This is an optimization exercise on Yosys and OpenROAD, whose aim is small area, not a production implementation. Only simulation tests tie the RTL to the original design; equivalence was not proved. Power and IR drop assume default switching activity.

==> 12-22 <==
==> flow/design.v (excerpt) <==
module bus_fab_top #(
    parameter int MST_NUM = 3,
    parameter int SLV_NUM = 4
) (
    input  logic                  clk,
    input  logic                  rst_n,
    input  logic [MST_NUM-1:0]    mst_req_vld,
    output logic [MST_NUM-1:0]    mst_req_rdy,
    input  logic [MST_NUM*69-1:0] mst_req,
    output logic [MST_NUM-1:0]    mst_rsp_vld,
    input  logic [MST_NUM-1:0]    mst_rsp_rdy,
    output logic [MST_NUM*34-1:0] mst_rsp,
    output logic [SLV_NUM-1:0]    slv_req_vld,
    input  logic [SLV_NUM-1:0]    slv_req_rdy,
    output logic [SLV_NUM*69-1:0] slv_req,
    input  logic [SLV_NUM-1:0]    slv_rsp_vld,
    output logic [SLV_NUM-1:0]    slv_rsp_rdy,
    input  logic [SLV_NUM*34-1:0] slv_rsp
);
==> module bus_fab_top, before the edit <==
module bus_fab_top #(
    parameter int MST_NUM = 3,
    parameter int SLV_NUM = 4
) (
    input  logic                  clk,
    input  logic                  rst_n,
    input  logic [MST_NUM-1:0]    mst_req_vld,
    output logic [MST_NUM-1:0]    mst_req_rdy,
    input  logic [MST_NUM*69-1:0] mst_req,
    output logic [MST_NUM-1:0]    mst_rsp_vld,
    input  logic [MST_NUM-1:0]    mst_rsp_rdy,
    output logic [MST_NUM*34-1:0] mst_rsp,
    output logic [SLV_NUM-1:0]    slv_req_vld,
    input  logic [SLV_NUM-1:0]    slv_req_rdy,
    output logic [SLV_NUM*69-1:0] slv_req,
    input  logic [SLV_NUM-1:0]    slv_rsp_vld,
    output logic [SLV_NUM-1:0]    slv_rsp_rdy,
    input  logic [SLV_NUM*34-1:0] slv_rsp
);
    localparam int REQ_W = 69;
    localparam int RSP_W = 34;
    localparam int REG_LSB = 36 + 28;
    logic [2*SLV_NUM-1:0] ptr;       
    logic [SLV_NUM-1:0]   held;
    logic [MST_NUM-1:0]   fault_r;
    logic [2*SLV_NUM-1:0] ptr_nxt;
    logic [SLV_NUM-1:0]   held_nxt;
    logic [MST_NUM-1:0]   fault_nxt;
    logic [SLV_NUM*MST_NUM-1:0] hold;   
    logic [SLV_NUM*MST_NUM-1:0] sel;    
    logic [SLV_NUM*MST_NUM-1:0] vm;     
    logic [MST_NUM-1:0] mapped, mapped_vld, region0, fault_n, fault_set_n;
    for (genvar m = 0; m < MST_NUM; m++) begin : g_mc
        localparam int A = m*REQ_W + REG_LSB;
        logic [SLV_NUM-1:0] sel_m, hold_m;
        for (genvar s = 0; s < SLV_NUM; s++) begin : g_t
            assign sel_m[s]  = sel[s*MST_NUM + m];
            assign hold_m[s] = hold[s*MST_NUM + m];
        end
        g_nor2  u_mn  (.a(mst_req[A+3]), .b(mst_req[A+2]), .y(mapped[m]));
        g_and2  u_mv  (.a(mst_req_vld[m]), .b(mapped[m]), .y(mapped_vld[m]));
        g_nor2  u_r0  (.a(mst_req[A+1]), .b(mst_req[A+0]), .y(region0[m]));
        g_and2  u_vm0 (.a(region0[m]), .b(mapped_vld[m]), .y(vm[0*MST_NUM + m]));
        g_and3b u_vm1 (.a_n(mst_req[A+1]), .b(mst_req[A+0]), .c(mapped_vld[m]), .y(vm[1*MST_NUM + m]));
        g_and3b u_vm2 (.a_n(mst_req[A+0]), .b(mst_req[A+1]), .c(mapped_vld[m]), .y(vm[2*MST_NUM + m]));
        g_and3  u_vm3 (.a(mst_req[A+1]), .b(mst_req[A+0]), .c(mapped_vld[m]), .y(vm[3*MST_NUM + m]));
        rsp_bit u_rdy (.sel(sel_m), .d(slv_req_rdy), .f_n(mapped[m]), .q(mst_req_rdy[m]));
        g_inv   u_fn  (.a(fault_r[m]), .y(fault_n[m]));
        rsp_bit u_vld (.sel(hold_m), .d(slv_rsp_vld), .f_n(fault_n[m]), .q(mst_rsp_vld[m]));
        g_nand2b u_fs (.a_n(mapped[m]), .b(mst_req_vld[m]), .y(fault_set_n[m]));
        g_o21ai  u_fx (.a1(fault_n[m]), .a2(mst_rsp_rdy[m]), .b1(fault_set_n[m]), .y(fault_nxt[m]));
        for (genvar b = 0; b < RSP_W; b++) begin : g_b
            if (b == 32) begin : g_f
                rsp_bit u_bit (
                    .sel (hold_m),
                    .d   ({slv_rsp[3*RSP_W + b], slv_rsp[2*RSP_W + b],
                           slv_rsp[1*RSP_W + b], slv_rsp[b]}),
                    .f_n (fault_n[m]),
                    .q   (mst_rsp[m*RSP_W + b])
                );
            end else begin : g_d
                rsp_bit2 u_bit (
                    .sel (hold_m),
                    .d   ({slv_rsp[3*RSP_W + b], slv_rsp[2*RSP_W + b],
                           slv_rsp[1*RSP_W + b], slv_rsp[b]}),
                    .q   (mst_rsp[m*RSP_W + b])
                );
            end
        end
    end
    for (genvar s = 0; s < SLV_NUM; s++) begin : g_arb
        rr_arbiter u_arb (
            .p         (ptr[2*s +: 2]),
            .held      (held[s]),
            .vm        (vm[s*MST_NUM +: MST_NUM]),
            .rsp_rdy   (mst_rsp_rdy),
            .rsp_vld   (slv_rsp_vld[s]),
            .hold      (hold[s*MST_NUM +: MST_NUM]),
            .sel       (sel[s*MST_NUM +: MST_NUM]),
            .req_vld   (slv_req_vld[s]),
            .rsp_rdy_o (slv_rsp_rdy[s]),
            .p_nxt     (ptr_nxt[2*s +: 2]),
            .held_nxt  (held_nxt[s])
        );
    end
    logic [MST_NUM*REQ_W-1:0] mst_req_n;
    for (genvar i = 0; i < MST_NUM*REQ_W; i++) begin : g_inv
        if (i % REQ_W < REG_LSB || i % REQ_W >= REG_LSB + 4) begin : g_b
            g_inv u_inv (.a(mst_req[i]), .y(mst_req_n[i]));
        end else begin : g_r
            assign mst_req_n[i] = 1'b0;
        end
    end
    for (genvar s = 0; s < SLV_NUM; s++) begin : g_slv
        for (genvar b = 0; b < REQ_W; b++) begin : g_b
            if (b >= REG_LSB && b < REG_LSB + 4) begin : g_reg
                assign slv_req[s*REQ_W + b] = 1'(s >> (b - REG_LSB));
            end else begin : g_mux
                req_bit u_bit (
                    .sel (sel[s*MST_NUM +: MST_NUM]),
                    .d_n ({mst_req_n[2*REQ_W + b], mst_req_n[1*REQ_W + b], mst_req_n[b]}),
                    .q   (slv_req[s*REQ_W + b])
                );
            end
        end
    end
    always_ff @(posedge clk or negedge rst_n) begin
        if (!rst_n) begin
            ptr     <= '0;
            held    <= '0;
            fault_r <= '0;
        end else begin
            ptr     <= ptr_nxt;
            held    <= held_nxt;
            fault_r <= fault_nxt;
        end
    end
endmodule
==> module rsp_bit2, before the edit <==
module rsp_bit2 (
    input  logic [3:0] sel,
    input  logic [3:0] d,
    output logic       q
);
    logic lo_n, hi_n;
    req_bit u_lo (.sel(sel[2:0]), .d_n(d[2:0]), .q(lo_n));
    g_nand2 u_hi (.a(sel[3]), .b(d[3]), .y(hi_n));
    g_nand2 u_or (.a(lo_n), .b(hi_n), .y(q));
endmodule
export LEC_CHECK = 0
export CAP_MARGIN = 20
export CELL_PAD_IN_SITES_DETAIL_PLACEMENT = 1
export CORE_AREA = 5 5 225 225
export CTS_BUF_LIST = sky130_fd_sc_hd__clkbuf_8
export DIE_AREA = 0 0 230 230
export PLACE_DENSITY = 0.45
export SLEW_MARGIN = 20
export SYNTH_HIERARCHICAL = 1
create_clock -name core_clock -period 10.0 [get_ports {clk}]
standard.sh (not shown) runs the stock make flow with config.mk's settings and CLKGATE_MAP_FILE= SYNTH_SCRIPT=/design/flow/synth_recipe.tcl, a recipe that flattens the netlist after the stock synthesis.
==> flow/flow/run.sh <==
#!/bin/bash
# The standard layout, with every port buffered by a buf_1 instead of the
# default delay buffer, and the pins placed bit slice by bit slice around
# the die (flow/pins.tcl).
set -euo pipefail
export BUFFER_PORTS_ARGS="-buffer_cell sky130_fd_sc_hd__buf_1"
export IO_CONSTRAINTS="$PWD/flow/pins.tcl"
bash standard.sh > standard.log 2>&1
Other scripts of this flow, unchanged in this note and not shown: flow/flow/pins.tcl
==> inputs of 03-10, as changes to 12-22 <==
--- a/flow/design.v
+++ b/flow/design.v
@@ -70,2 +70,5 @@
     assign y = ~(a | b | c);
+endmodule
+module g_nor3b (input logic a, b, c_n, output logic y);
+    assign y = ~a & ~b & c_n;
 endmodule
@@ -142,3 +145,3 @@
     logic [SLV_NUM*MST_NUM-1:0] vm;     
-    logic [MST_NUM-1:0] mapped, mapped_vld, region0, fault_n, fault_set_n;
+    logic [MST_NUM-1:0] mapped_vld, mapped_n, fault_n, fault_set_n;
     for (genvar m = 0; m < MST_NUM; m++) begin : g_mc
@@ -150,6 +153,4 @@
         end
-        g_nor2  u_mn  (.a(mst_req[A+3]), .b(mst_req[A+2]), .y(mapped[m]));
-        g_and2  u_mv  (.a(mst_req_vld[m]), .b(mapped[m]), .y(mapped_vld[m]));
-        g_nor2  u_r0  (.a(mst_req[A+1]), .b(mst_req[A+0]), .y(region0[m]));
-        g_and2  u_vm0 (.a(region0[m]), .b(mapped_vld[m]), .y(vm[0*MST_NUM + m]));
+        g_nor3b u_mv  (.a(mst_req[A+3]), .b(mst_req[A+2]), .c_n(mst_req_vld[m]), .y(mapped_vld[m]));
+        g_nor3b u_vm0 (.a(mst_req[A+1]), .b(mst_req[A+0]), .c_n(mapped_vld[m]), .y(vm[0*MST_NUM + m]));
         g_and3b u_vm1 (.a_n(mst_req[A+1]), .b(mst_req[A+0]), .c(mapped_vld[m]), .y(vm[1*MST_NUM + m]));
@@ -157,6 +158,7 @@
         g_and3  u_vm3 (.a(mst_req[A+1]), .b(mst_req[A+0]), .c(mapped_vld[m]), .y(vm[3*MST_NUM + m]));
-        rsp_bit u_rdy (.sel(sel_m), .d(slv_req_rdy), .f_n(mapped[m]), .q(mst_req_rdy[m]));
+        g_nor2  u_mn  (.a(mst_req[A+3]), .b(mst_req[A+2]), .y(mapped_n[m]));
+        rsp_bit u_rdy (.sel(sel_m), .d(slv_req_rdy), .f_n(mapped_n[m]), .q(mst_req_rdy[m]));
         g_inv   u_fn  (.a(fault_r[m]), .y(fault_n[m]));
         rsp_bit u_vld (.sel(hold_m), .d(slv_rsp_vld), .f_n(fault_n[m]), .q(mst_rsp_vld[m]));
-        g_nand2b u_fs (.a_n(mapped[m]), .b(mst_req_vld[m]), .y(fault_set_n[m]));
+        g_nand2b u_fs (.a_n(mapped_n[m]), .b(mst_req_vld[m]), .y(fault_set_n[m]));
         g_o21ai  u_fx (.a1(fault_n[m]), .a2(mst_rsp_rdy[m]), .b1(fault_set_n[m]), .y(fault_nxt[m]));
- CELL_PAD_IN_SITES_DETAIL_PLACEMENT: 1 -> unset
- CTS_BUF_LIST: sky130_fd_sc_hd__clkbuf_8 -> unset
- PLACE_DENSITY: 0.45 -> 0.6
==> inputs of 02-19, as changes to 12-22 <==
--- a/flow/design.v
+++ b/flow/design.v
@@ -80,2 +80,5 @@
 endmodule
+module g_o211ai (input logic a1, a2, b1, c1, output logic y);
+    assign y = ~((a1 | a2) & b1 & c1);
+endmodule
 `timescale 1ns/1ns
@@ -100,11 +103,24 @@
 endmodule
-module rsp_bit2 (
-    input  logic [3:0] sel,
-    input  logic [3:0] d,
-    output logic       q
-);
-    logic lo_n, hi_n;
-    req_bit u_lo (.sel(sel[2:0]), .d_n(d[2:0]), .q(lo_n));
-    g_nand2 u_hi (.a(sel[3]), .b(d[3]), .y(hi_n));
-    g_nand2 u_or (.a(lo_n), .b(hi_n), .y(q));
+module rsp_dbit (
+    input  logic [2:0] sel,
+    input  logic [2:0] d,
+    input  logic       sel3_n,
+    input  logic       d3_n,
+    output logic       q
+);
+    logic lo_n;
+    req_bit  u_lo (.sel(sel), .d_n(d), .q(lo_n));
+    g_o21ai  u_or (.a1(sel3_n), .a2(d3_n), .b1(lo_n), .y(q));
+endmodule
+module rsp_dbit_f (
+    input  logic [2:0] sel,
+    input  logic [2:0] d,
+    input  logic       sel3_n,
+    input  logic       d3_n,
+    input  logic       f_n,
+    output logic       q
+);
+    logic lo_n;
+    req_bit  u_lo (.sel(sel), .d_n(d), .q(lo_n));
+    g_o211ai u_or (.a1(sel3_n), .a2(d3_n), .b1(lo_n), .c1(f_n), .y(q));
 endmodule
@@ -142,2 +158,6 @@
     logic [SLV_NUM*MST_NUM-1:0] vm;     
+    logic [RSP_W-1:0] slv_rsp3_n;
+    for (genvar b = 0; b < RSP_W; b++) begin : g_r3n
+        g_inv u_inv (.a(slv_rsp[3*RSP_W + b]), .y(slv_rsp3_n[b]));
+    end
     logic [MST_NUM-1:0] mapped, mapped_vld, region0, fault_n, fault_set_n;
@@ -162,17 +182,21 @@
         g_o21ai  u_fx (.a1(fault_n[m]), .a2(mst_rsp_rdy[m]), .b1(fault_set_n[m]), .y(fault_nxt[m]));
+        logic hold3_n;
+        g_inv u_h3n (.a(hold_m[3]), .y(hold3_n));
         for (genvar b = 0; b < RSP_W; b++) begin : g_b
             if (b == 32) begin : g_f
-                rsp_bit u_bit (
-                    .sel (hold_m),
-                    .d   ({slv_rsp[3*RSP_W + b], slv_rsp[2*RSP_W + b],
-                           slv_rsp[1*RSP_W + b], slv_rsp[b]}),
-                    .f_n (fault_n[m]),
-                    .q   (mst_rsp[m*RSP_W + b])
+                rsp_dbit_f u_bit (
+                    .sel    (hold_m[2:0]),
+                    .d      ({slv_rsp[2*RSP_W + b], slv_rsp[1*RSP_W + b], slv_rsp[b]}),
+                    .sel3_n (hold3_n),
+                    .d3_n   (slv_rsp3_n[b]),
+                    .f_n    (fault_n[m]),
+                    .q      (mst_rsp[m*RSP_W + b])
                 );
             end else begin : g_d
-                rsp_bit2 u_bit (
-                    .sel (hold_m),
-                    .d   ({slv_rsp[3*RSP_W + b], slv_rsp[2*RSP_W + b],
-                           slv_rsp[1*RSP_W + b], slv_rsp[b]}),
-                    .q   (mst_rsp[m*RSP_W + b])
+                rsp_dbit u_bit (
+                    .sel    (hold_m[2:0]),
+                    .d      ({slv_rsp[2*RSP_W + b], slv_rsp[1*RSP_W + b], slv_rsp[b]}),
+                    .sel3_n (hold3_n),
+                    .d3_n   (slv_rsp3_n[b]),
+                    .q      (mst_rsp[m*RSP_W + b])
                 );
- CAP_MARGIN: 20 -> 5
- SLEW_MARGIN: 20 -> 5
==> qor summary <==
Sequential Power: 02-19 112 uW; 03-10 112 uW; 12-22 111 uW
Clock-pin slew reported for the worst setup and hold paths after clock tree synthesis: 02-19 0.07 ns; 03-10 0.05 ns; 12-22 0.07 ns
Run status: 02-19 complete, no violations; 03-10 complete, no violations; 12-22 complete, no violations
DR WL met2: 02-19 23.9 mm; 03-10 19.2 mm; 12-22 25.1 mm
Global Route met1 Usage: 02-19 16.0%; 03-10 13.7%; 12-22 16.8%
P per Cell Area: 02-19 142 mW/mm2; 03-10 141 mW/mm2; 12-22 145 mW/mm2
Worst max-slew margin expressed relative to the limit: 02-19 32.5%; 03-10 40.1%; 12-22 36.7%
CTS root buf: 02-19 sky130_fd_sc_hd__clkbuf_8; 03-10 sky130_fd_sc_hd__clkbuf_16; 12-22 sky130_fd_sc_hd__clkbuf_8
Count of filler cells inserted in the layout: 02-19 6215; 03-10 5509; 12-22 6315
Distinct cell type count after synthesis: 02-19 17; 03-10 17; 12-22 16
Portion of the layout cell area used by non-clock buffers: 02-19 29.1%; 03-10 28.6%; 12-22 28.9%
Final Worst Setup Slack: 02-19 3.41 ns; 03-10 3.47 ns; 12-22 3.37 ns
Final net count: 02-19 1997; 03-10 2059; 12-22 2063
Worst setup endpoint: 02-19 mst_req_rdy[1]; 03-10 mst_req_rdy[0]; 12-22 mst_req_rdy[2]
Met3 routed wirelength: 02-19 3.72 mm; 03-10 4.18 mm; 12-22 4.48 mm
Clk_buf instances: 02-19 3; 03-10 4; 12-22 3

* * *

==> inputs of trial 37 <==
bus_fab_top with an RTL version that a note above also has.
==> module g_nor3b, before the edit <==
module g_nor3b (input logic a, b, c_n, output logic y);
    assign y = ~a & ~b & c_n;
endmodule
==> module bus_fab_top, before the edit <==
module bus_fab_top #(
    parameter int MST_NUM = 3,
    parameter int SLV_NUM = 4
) (
    input  logic                  clk,
    input  logic                  rst_n,
    input  logic [MST_NUM-1:0]    mst_req_vld,
    output logic [MST_NUM-1:0]    mst_req_rdy,
    input  logic [MST_NUM*69-1:0] mst_req,
    output logic [MST_NUM-1:0]    mst_rsp_vld,
    input  logic [MST_NUM-1:0]    mst_rsp_rdy,
    output logic [MST_NUM*34-1:0] mst_rsp,
    output logic [SLV_NUM-1:0]    slv_req_vld,
    input  logic [SLV_NUM-1:0]    slv_req_rdy,
    output logic [SLV_NUM*69-1:0] slv_req,
    input  logic [SLV_NUM-1:0]    slv_rsp_vld,
    output logic [SLV_NUM-1:0]    slv_rsp_rdy,
    input  logic [SLV_NUM*34-1:0] slv_rsp
);
    localparam int REQ_W = 69;
    localparam int RSP_W = 34;
    localparam int REG_LSB = 36 + 28;
    logic [2*SLV_NUM-1:0] ptr;       
    logic [SLV_NUM-1:0]   held;
    logic [MST_NUM-1:0]   fault_r;
    logic [2*SLV_NUM-1:0] ptr_nxt;
    logic [SLV_NUM-1:0]   held_nxt;
    logic [MST_NUM-1:0]   fault_nxt;
    logic [SLV_NUM*MST_NUM-1:0] hold;   
    logic [SLV_NUM*MST_NUM-1:0] sel;    
    logic [SLV_NUM*MST_NUM-1:0] vm;     
    logic [MST_NUM-1:0] mapped_vld, mapped_n, fault_n, fault_set_n;
    for (genvar m = 0; m < MST_NUM; m++) begin : g_mc
        localparam int A = m*REQ_W + REG_LSB;
        logic [SLV_NUM-1:0] sel_m, hold_m;
        for (genvar s = 0; s < SLV_NUM; s++) begin : g_t
            assign sel_m[s]  = sel[s*MST_NUM + m];
            assign hold_m[s] = hold[s*MST_NUM + m];
        end
        g_nor3b u_mv  (.a(mst_req[A+3]), .b(mst_req[A+2]), .c_n(mst_req_vld[m]), .y(mapped_vld[m]));
        g_nor3b u_vm0 (.a(mst_req[A+1]), .b(mst_req[A+0]), .c_n(mapped_vld[m]), .y(vm[0*MST_NUM + m]));
        g_and3b u_vm1 (.a_n(mst_req[A+1]), .b(mst_req[A+0]), .c(mapped_vld[m]), .y(vm[1*MST_NUM + m]));
        g_and3b u_vm2 (.a_n(mst_req[A+0]), .b(mst_req[A+1]), .c(mapped_vld[m]), .y(vm[2*MST_NUM + m]));
        g_and3  u_vm3 (.a(mst_req[A+1]), .b(mst_req[A+0]), .c(mapped_vld[m]), .y(vm[3*MST_NUM + m]));
        g_nor2  u_mn  (.a(mst_req[A+3]), .b(mst_req[A+2]), .y(mapped_n[m]));
        rsp_bit u_rdy (.sel(sel_m), .d(slv_req_rdy), .f_n(mapped_n[m]), .q(mst_req_rdy[m]));
        g_inv   u_fn  (.a(fault_r[m]), .y(fault_n[m]));
        rsp_bit u_vld (.sel(hold_m), .d(slv_rsp_vld), .f_n(fault_n[m]), .q(mst_rsp_vld[m]));
        g_nand2b u_fs (.a_n(mapped_n[m]), .b(mst_req_vld[m]), .y(fault_set_n[m]));
        g_o21ai  u_fx (.a1(fault_n[m]), .a2(mst_rsp_rdy[m]), .b1(fault_set_n[m]), .y(fault_nxt[m]));
        for (genvar b = 0; b < RSP_W; b++) begin : g_b
            if (b == 32) begin : g_f
                rsp_bit u_bit (
                    .sel (hold_m),
                    .d   ({slv_rsp[3*RSP_W + b], slv_rsp[2*RSP_W + b],
                           slv_rsp[1*RSP_W + b], slv_rsp[b]}),
                    .f_n (fault_n[m]),
                    .q   (mst_rsp[m*RSP_W + b])
                );
            end else begin : g_d
                rsp_bit2 u_bit (
                    .sel (hold_m),
                    .d   ({slv_rsp[3*RSP_W + b], slv_rsp[2*RSP_W + b],
                           slv_rsp[1*RSP_W + b], slv_rsp[b]}),
                    .q   (mst_rsp[m*RSP_W + b])
                );
            end
        end
    end
    for (genvar s = 0; s < SLV_NUM; s++) begin : g_arb
        rr_arbiter u_arb (
            .p         (ptr[2*s +: 2]),
            .held      (held[s]),
            .vm        (vm[s*MST_NUM +: MST_NUM]),
            .rsp_rdy   (mst_rsp_rdy),
            .rsp_vld   (slv_rsp_vld[s]),
            .hold      (hold[s*MST_NUM +: MST_NUM]),
            .sel       (sel[s*MST_NUM +: MST_NUM]),
            .req_vld   (slv_req_vld[s]),
            .rsp_rdy_o (slv_rsp_rdy[s]),
            .p_nxt     (ptr_nxt[2*s +: 2]),
            .held_nxt  (held_nxt[s])
        );
    end
    logic [MST_NUM*REQ_W-1:0] mst_req_n;
    for (genvar i = 0; i < MST_NUM*REQ_W; i++) begin : g_inv
        if (i % REQ_W < REG_LSB || i % REQ_W >= REG_LSB + 4) begin : g_b
            g_inv u_inv (.a(mst_req[i]), .y(mst_req_n[i]));
        end else begin : g_r
            assign mst_req_n[i] = 1'b0;
        end
    end
    for (genvar s = 0; s < SLV_NUM; s++) begin : g_slv
        for (genvar b = 0; b < REQ_W; b++) begin : g_b
            if (b >= REG_LSB && b < REG_LSB + 4) begin : g_reg
                assign slv_req[s*REQ_W + b] = 1'(s >> (b - REG_LSB));
            end else begin : g_mux
                req_bit u_bit (
                    .sel (sel[s*MST_NUM +: MST_NUM]),
                    .d_n ({mst_req_n[2*REQ_W + b], mst_req_n[1*REQ_W + b], mst_req_n[b]}),
                    .q   (slv_req[s*REQ_W + b])
                );
            end
        end
    end
    always_ff @(posedge clk or negedge rst_n) begin
        if (!rst_n) begin
            ptr     <= '0;
            held    <= '0;
            fault_r <= '0;
        end else begin
            ptr     <= ptr_nxt;
            held    <= held_nxt;
            fault_r <= fault_nxt;
        end
    end
endmodule
Settings: LEC_CHECK=0, CAP_MARGIN=20, CELL_PAD_IN_SITES_DETAIL_PLACEMENT=1, CORE_AREA=5 5 225 225, DIE_AREA=0 0 230 230, PLACE_DENSITY=0.45, SLEW_MARGIN=20, SYNTH_HIERARCHICAL=1; clock period 10.0 ns.
Scripts as last shown in full above: flow/flow/run.sh
Other scripts of this flow, unchanged in this note and not shown: flow/flow/pins.tcl
==> inputs of trial 72, as changes to trial 37 <==
--- a/flow/design.v
+++ b/flow/design.v
@@ -70,7 +70,4 @@
     assign y = ~(a | b | c);
 endmodule
-module g_nor3b (input logic a, b, c_n, output logic y);
-    assign y = ~a & ~b & c_n;
-endmodule
 module g_o21a (input logic a1, a2, b1, output logic y);
     assign y = (a1 | a2) & b1;
@@ -81,4 +78,7 @@
 module g_a21o (input logic a1, a2, b1, output logic y);
     assign y = (a1 & a2) | b1;
+endmodule
+module g_o211ai (input logic a1, a2, b1, c1, output logic y);
+    assign y = ~((a1 | a2) & b1 & c1);
 endmodule
 `timescale 1ns/1ns
@@ -102,13 +102,26 @@
     g_nand3 u_or (.a(lo_n), .b(hi_n), .c(f_n), .y(q));
 endmodule
-module rsp_bit2 (
-    input  logic [3:0] sel,
-    input  logic [3:0] d,
-    output logic       q
-);
-    logic lo_n, hi_n;
-    req_bit u_lo (.sel(sel[2:0]), .d_n(d[2:0]), .q(lo_n));
-    g_nand2 u_hi (.a(sel[3]), .b(d[3]), .y(hi_n));
-    g_nand2 u_or (.a(lo_n), .b(hi_n), .y(q));
+module rsp_dbit (
+    input  logic [2:0] sel,
+    input  logic [2:0] d,
+    input  logic       sel3_n,
+    input  logic       d3_n,
+    output logic       q
+);
+    logic lo_n;
+    req_bit  u_lo (.sel(sel), .d_n(d), .q(lo_n));
+    g_o21ai  u_or (.a1(sel3_n), .a2(d3_n), .b1(lo_n), .y(q));
+endmodule
+module rsp_dbit_f (
+    input  logic [2:0] sel,
+    input  logic [2:0] d,
+    input  logic       sel3_n,
+    input  logic       d3_n,
+    input  logic       f_n,
+    output logic       q
+);
+    logic lo_n;
+    req_bit  u_lo (.sel(sel), .d_n(d), .q(lo_n));
+    g_o211ai u_or (.a1(sel3_n), .a2(d3_n), .b1(lo_n), .c1(f_n), .y(q));
 endmodule
 `timescale 1ns/1ns
@@ -144,5 +157,9 @@
     logic [SLV_NUM*MST_NUM-1:0] sel;    
     logic [SLV_NUM*MST_NUM-1:0] vm;     
-    logic [MST_NUM-1:0] mapped_vld, mapped_n, fault_n, fault_set_n;
+    logic [RSP_W-1:0] slv_rsp3_n;
+    for (genvar b = 0; b < RSP_W; b++) begin : g_r3n
+        g_inv u_inv (.a(slv_rsp[3*RSP_W + b]), .y(slv_rsp3_n[b]));
+    end
+    logic [MST_NUM-1:0] mapped, mapped_vld, region0, fault_n, fault_set_n;
     for (genvar m = 0; m < MST_NUM; m++) begin : g_mc
         localparam int A = m*REQ_W + REG_LSB;
@@ -152,30 +169,35 @@
             assign hold_m[s] = hold[s*MST_NUM + m];
         end
-        g_nor3b u_mv  (.a(mst_req[A+3]), .b(mst_req[A+2]), .c_n(mst_req_vld[m]), .y(mapped_vld[m]));
-        g_nor3b u_vm0 (.a(mst_req[A+1]), .b(mst_req[A+0]), .c_n(mapped_vld[m]), .y(vm[0*MST_NUM + m]));
+        g_nor2  u_mn  (.a(mst_req[A+3]), .b(mst_req[A+2]), .y(mapped[m]));
+        g_and2  u_mv  (.a(mst_req_vld[m]), .b(mapped[m]), .y(mapped_vld[m]));
+        g_nor2  u_r0  (.a(mst_req[A+1]), .b(mst_req[A+0]), .y(region0[m]));
+        g_and2  u_vm0 (.a(region0[m]), .b(mapped_vld[m]), .y(vm[0*MST_NUM + m]));
         g_and3b u_vm1 (.a_n(mst_req[A+1]), .b(mst_req[A+0]), .c(mapped_vld[m]), .y(vm[1*MST_NUM + m]));
         g_and3b u_vm2 (.a_n(mst_req[A+0]), .b(mst_req[A+1]), .c(mapped_vld[m]), .y(vm[2*MST_NUM + m]));
         g_and3  u_vm3 (.a(mst_req[A+1]), .b(mst_req[A+0]), .c(mapped_vld[m]), .y(vm[3*MST_NUM + m]));
-        g_nor2  u_mn  (.a(mst_req[A+3]), .b(mst_req[A+2]), .y(mapped_n[m]));
-        rsp_bit u_rdy (.sel(sel_m), .d(slv_req_rdy), .f_n(mapped_n[m]), .q(mst_req_rdy[m]));
+        rsp_bit u_rdy (.sel(sel_m), .d(slv_req_rdy), .f_n(mapped[m]), .q(mst_req_rdy[m]));
         g_inv   u_fn  (.a(fault_r[m]), .y(fault_n[m]));
         rsp_bit u_vld (.sel(hold_m), .d(slv_rsp_vld), .f_n(fault_n[m]), .q(mst_rsp_vld[m]));
-        g_nand2b u_fs (.a_n(mapped_n[m]), .b(mst_req_vld[m]), .y(fault_set_n[m]));
+        g_nand2b u_fs (.a_n(mapped[m]), .b(mst_req_vld[m]), .y(fault_set_n[m]));
         g_o21ai  u_fx (.a1(fault_n[m]), .a2(mst_rsp_rdy[m]), .b1(fault_set_n[m]), .y(fault_nxt[m]));
+        logic hold3_n;
+        g_inv u_h3n (.a(hold_m[3]), .y(hold3_n));
         for (genvar b = 0; b < RSP_W; b++) begin : g_b
             if (b == 32) begin : g_f
-                rsp_bit u_bit (
-                    .sel (hold_m),
-                    .d   ({slv_rsp[3*RSP_W + b], slv_rsp[2*RSP_W + b],
-                           slv_rsp[1*RSP_W + b], slv_rsp[b]}),
-                    .f_n (fault_n[m]),
-                    .q   (mst_rsp[m*RSP_W + b])
+                rsp_dbit_f u_bit (
+                    .sel    (hold_m[2:0]),
+                    .d      ({slv_rsp[2*RSP_W + b], slv_rsp[1*RSP_W + b], slv_rsp[b]}),
+                    .sel3_n (hold3_n),
+                    .d3_n   (slv_rsp3_n[b]),
+                    .f_n    (fault_n[m]),
+                    .q      (mst_rsp[m*RSP_W + b])
                 );
             end else begin : g_d
-                rsp_bit2 u_bit (
-                    .sel (hold_m),
-                    .d   ({slv_rsp[3*RSP_W + b], slv_rsp[2*RSP_W + b],
-                           slv_rsp[1*RSP_W + b], slv_rsp[b]}),
-                    .q   (mst_rsp[m*RSP_W + b])
+                rsp_dbit u_bit (
+                    .sel    (hold_m[2:0]),
+                    .d      ({slv_rsp[2*RSP_W + b], slv_rsp[1*RSP_W + b], slv_rsp[b]}),
+                    .sel3_n (hold3_n),
+                    .d3_n   (slv_rsp3_n[b]),
+                    .q      (mst_rsp[m*RSP_W + b])
                 );
             end
Settings changed: CTS_BUF_LIST set to sky130_fd_sc_hd__clkbuf_4.
==> inputs of trial 33, as changes to trial 37 <==
--- a/flow/design.v
+++ b/flow/design.v
@@ -69,7 +69,4 @@
 module g_nor3 (input logic a, b, c, output logic y);
     assign y = ~(a | b | c);
-endmodule
-module g_nor3b (input logic a, b, c_n, output logic y);
-    assign y = ~a & ~b & c_n;
 endmodule
 module g_o21a (input logic a1, a2, b1, output logic y);
@@ -144,5 +141,5 @@
     logic [SLV_NUM*MST_NUM-1:0] sel;    
     logic [SLV_NUM*MST_NUM-1:0] vm;     
-    logic [MST_NUM-1:0] mapped_vld, mapped_n, fault_n, fault_set_n;
+    logic [MST_NUM-1:0] mapped, mapped_vld, region0, fault_n, fault_set_n;
     for (genvar m = 0; m < MST_NUM; m++) begin : g_mc
         localparam int A = m*REQ_W + REG_LSB;
@@ -152,14 +149,15 @@
             assign hold_m[s] = hold[s*MST_NUM + m];
         end
-        g_nor3b u_mv  (.a(mst_req[A+3]), .b(mst_req[A+2]), .c_n(mst_req_vld[m]), .y(mapped_vld[m]));
-        g_nor3b u_vm0 (.a(mst_req[A+1]), .b(mst_req[A+0]), .c_n(mapped_vld[m]), .y(vm[0*MST_NUM + m]));
+        g_nor2  u_mn  (.a(mst_req[A+3]), .b(mst_req[A+2]), .y(mapped[m]));
+        g_and2  u_mv  (.a(mst_req_vld[m]), .b(mapped[m]), .y(mapped_vld[m]));
+        g_nor2  u_r0  (.a(mst_req[A+1]), .b(mst_req[A+0]), .y(region0[m]));
+        g_and2  u_vm0 (.a(region0[m]), .b(mapped_vld[m]), .y(vm[0*MST_NUM + m]));
         g_and3b u_vm1 (.a_n(mst_req[A+1]), .b(mst_req[A+0]), .c(mapped_vld[m]), .y(vm[1*MST_NUM + m]));
         g_and3b u_vm2 (.a_n(mst_req[A+0]), .b(mst_req[A+1]), .c(mapped_vld[m]), .y(vm[2*MST_NUM + m]));
         g_and3  u_vm3 (.a(mst_req[A+1]), .b(mst_req[A+0]), .c(mapped_vld[m]), .y(vm[3*MST_NUM + m]));
-        g_nor2  u_mn  (.a(mst_req[A+3]), .b(mst_req[A+2]), .y(mapped_n[m]));
-        rsp_bit u_rdy (.sel(sel_m), .d(slv_req_rdy), .f_n(mapped_n[m]), .q(mst_req_rdy[m]));
+        rsp_bit u_rdy (.sel(sel_m), .d(slv_req_rdy), .f_n(mapped[m]), .q(mst_req_rdy[m]));
         g_inv   u_fn  (.a(fault_r[m]), .y(fault_n[m]));
         rsp_bit u_vld (.sel(hold_m), .d(slv_rsp_vld), .f_n(fault_n[m]), .q(mst_rsp_vld[m]));
-        g_nand2b u_fs (.a_n(mapped_n[m]), .b(mst_req_vld[m]), .y(fault_set_n[m]));
+        g_nand2b u_fs (.a_n(mapped[m]), .b(mst_req_vld[m]), .y(fault_set_n[m]));
         g_o21ai  u_fx (.a1(fault_n[m]), .a2(mst_rsp_rdy[m]), .b1(fault_set_n[m]), .y(fault_nxt[m]));
         for (genvar b = 0; b < RSP_W; b++) begin : g_b
Settings changed: CTS_BUF_LIST set to sky130_fd_sc_hd__clkbuf_4.
==> impl_metrics.json <==
{
  "outcome": "finished clean",
  "drive_gt1_frac": 0.0264,
  "p_leak_nw": 3.92,
  "first_pass_iters": 14,
  "nNonClkInverters": 206,
  "routabilityCongestion": 0.862,
  "grt_use_total": 0.156,
  "crit_end": "mst_req_rdy[0]"
}
the above is filed under trial 33

==> impl_metrics.json <==
{
  "crit_end": "mst_req_rdy[1]",
  "routabilityCongestion": 0.866,
  "wl_per_cell_um": 20.2,
  "synth_top_family_by_area": "compound AO/OA/AOI/OAI gates",
  "synth_edf_count": 0,
  "first_pass_iters": 12,
  "grt_use_total": 0.150,
  "drive_gt1_frac": 0.0293,
  "outcome": "finished clean",
  "grt_use_met1": 0.160,
  "nNonClkInverters": 243
}
the above is filed under trial 72

==> impl_metrics.json <==
{
  "yosysSeqAreaShare": 0.0576,
  "final_hold_viol_count": 0,
  "routabilityCongestion": 0.861,
  "outcome": "finished clean",
  "p_leak_nw": 3.93,
  "hold_start": "fault_r[1]",
  "pg_clk_uw": 79.5,
  "grt_use_total": 0.157,
  "nNonClkInverters": 206,
  "yosysTopAreaCellShare": 0.571,
  "drive_gt1_frac": 0.0300
}
the above is filed under trial 37

[re-timing with driven ports]
The results above use ideal ports. As a check the final layouts listed here were re-extracted and re-timed, cells and wires unchanged.
Step 1, drivers: a clkbuf_16 drives clk and a buf_2 each remaining input, both assumed.
Step 2, shift: input delay + t, output delay - t, t = (earliest + latest rising clock arrival at the registers) / 2. This alone moves slack from input paths to output paths.
a / b / c = ideal ports / drivers / drivers and shift; a / b = the first two.
| run | shift t [ns] | setup WS [ns] | latest minus earliest clock arrival (ns) | slew at the worst register clock pin (ns) | cell pins on the clock port's net |
|---|---|---|---|---|---|
| 12-22 | 0.283 | 3.374 / 3.329 / 3.329 | 0.003 / 0.004 | 0.07 / 0.07 | 1 |
| 03-10 | 0.282 | 3.466 / 3.443 / 3.443 | 0.006 / 0.006 | 0.05 / 0.05 | 1 |
| 02-19 | 0.286 | 3.413 / 3.365 / 3.365 | 0.011 / 0.011 | 0.07 / 0.07 | 1 |
| trial 37 | 0.283 | 3.372 / 3.324 / 3.324 | 0.010 / 0.009 | 0.05 / 0.05 | 1 |
| trial 72 | 0.330 | 3.420 / 3.374 / 3.374 | 0.026 / 0.026 | 0.12 / 0.12 | 1 |
| trial 33 | 0.322 | 3.383 / 3.338 / 3.338 | 0.005 / 0.006 | 0.11 / 0.11 | 1 |
After both steps every run listed still meets setup and hold.
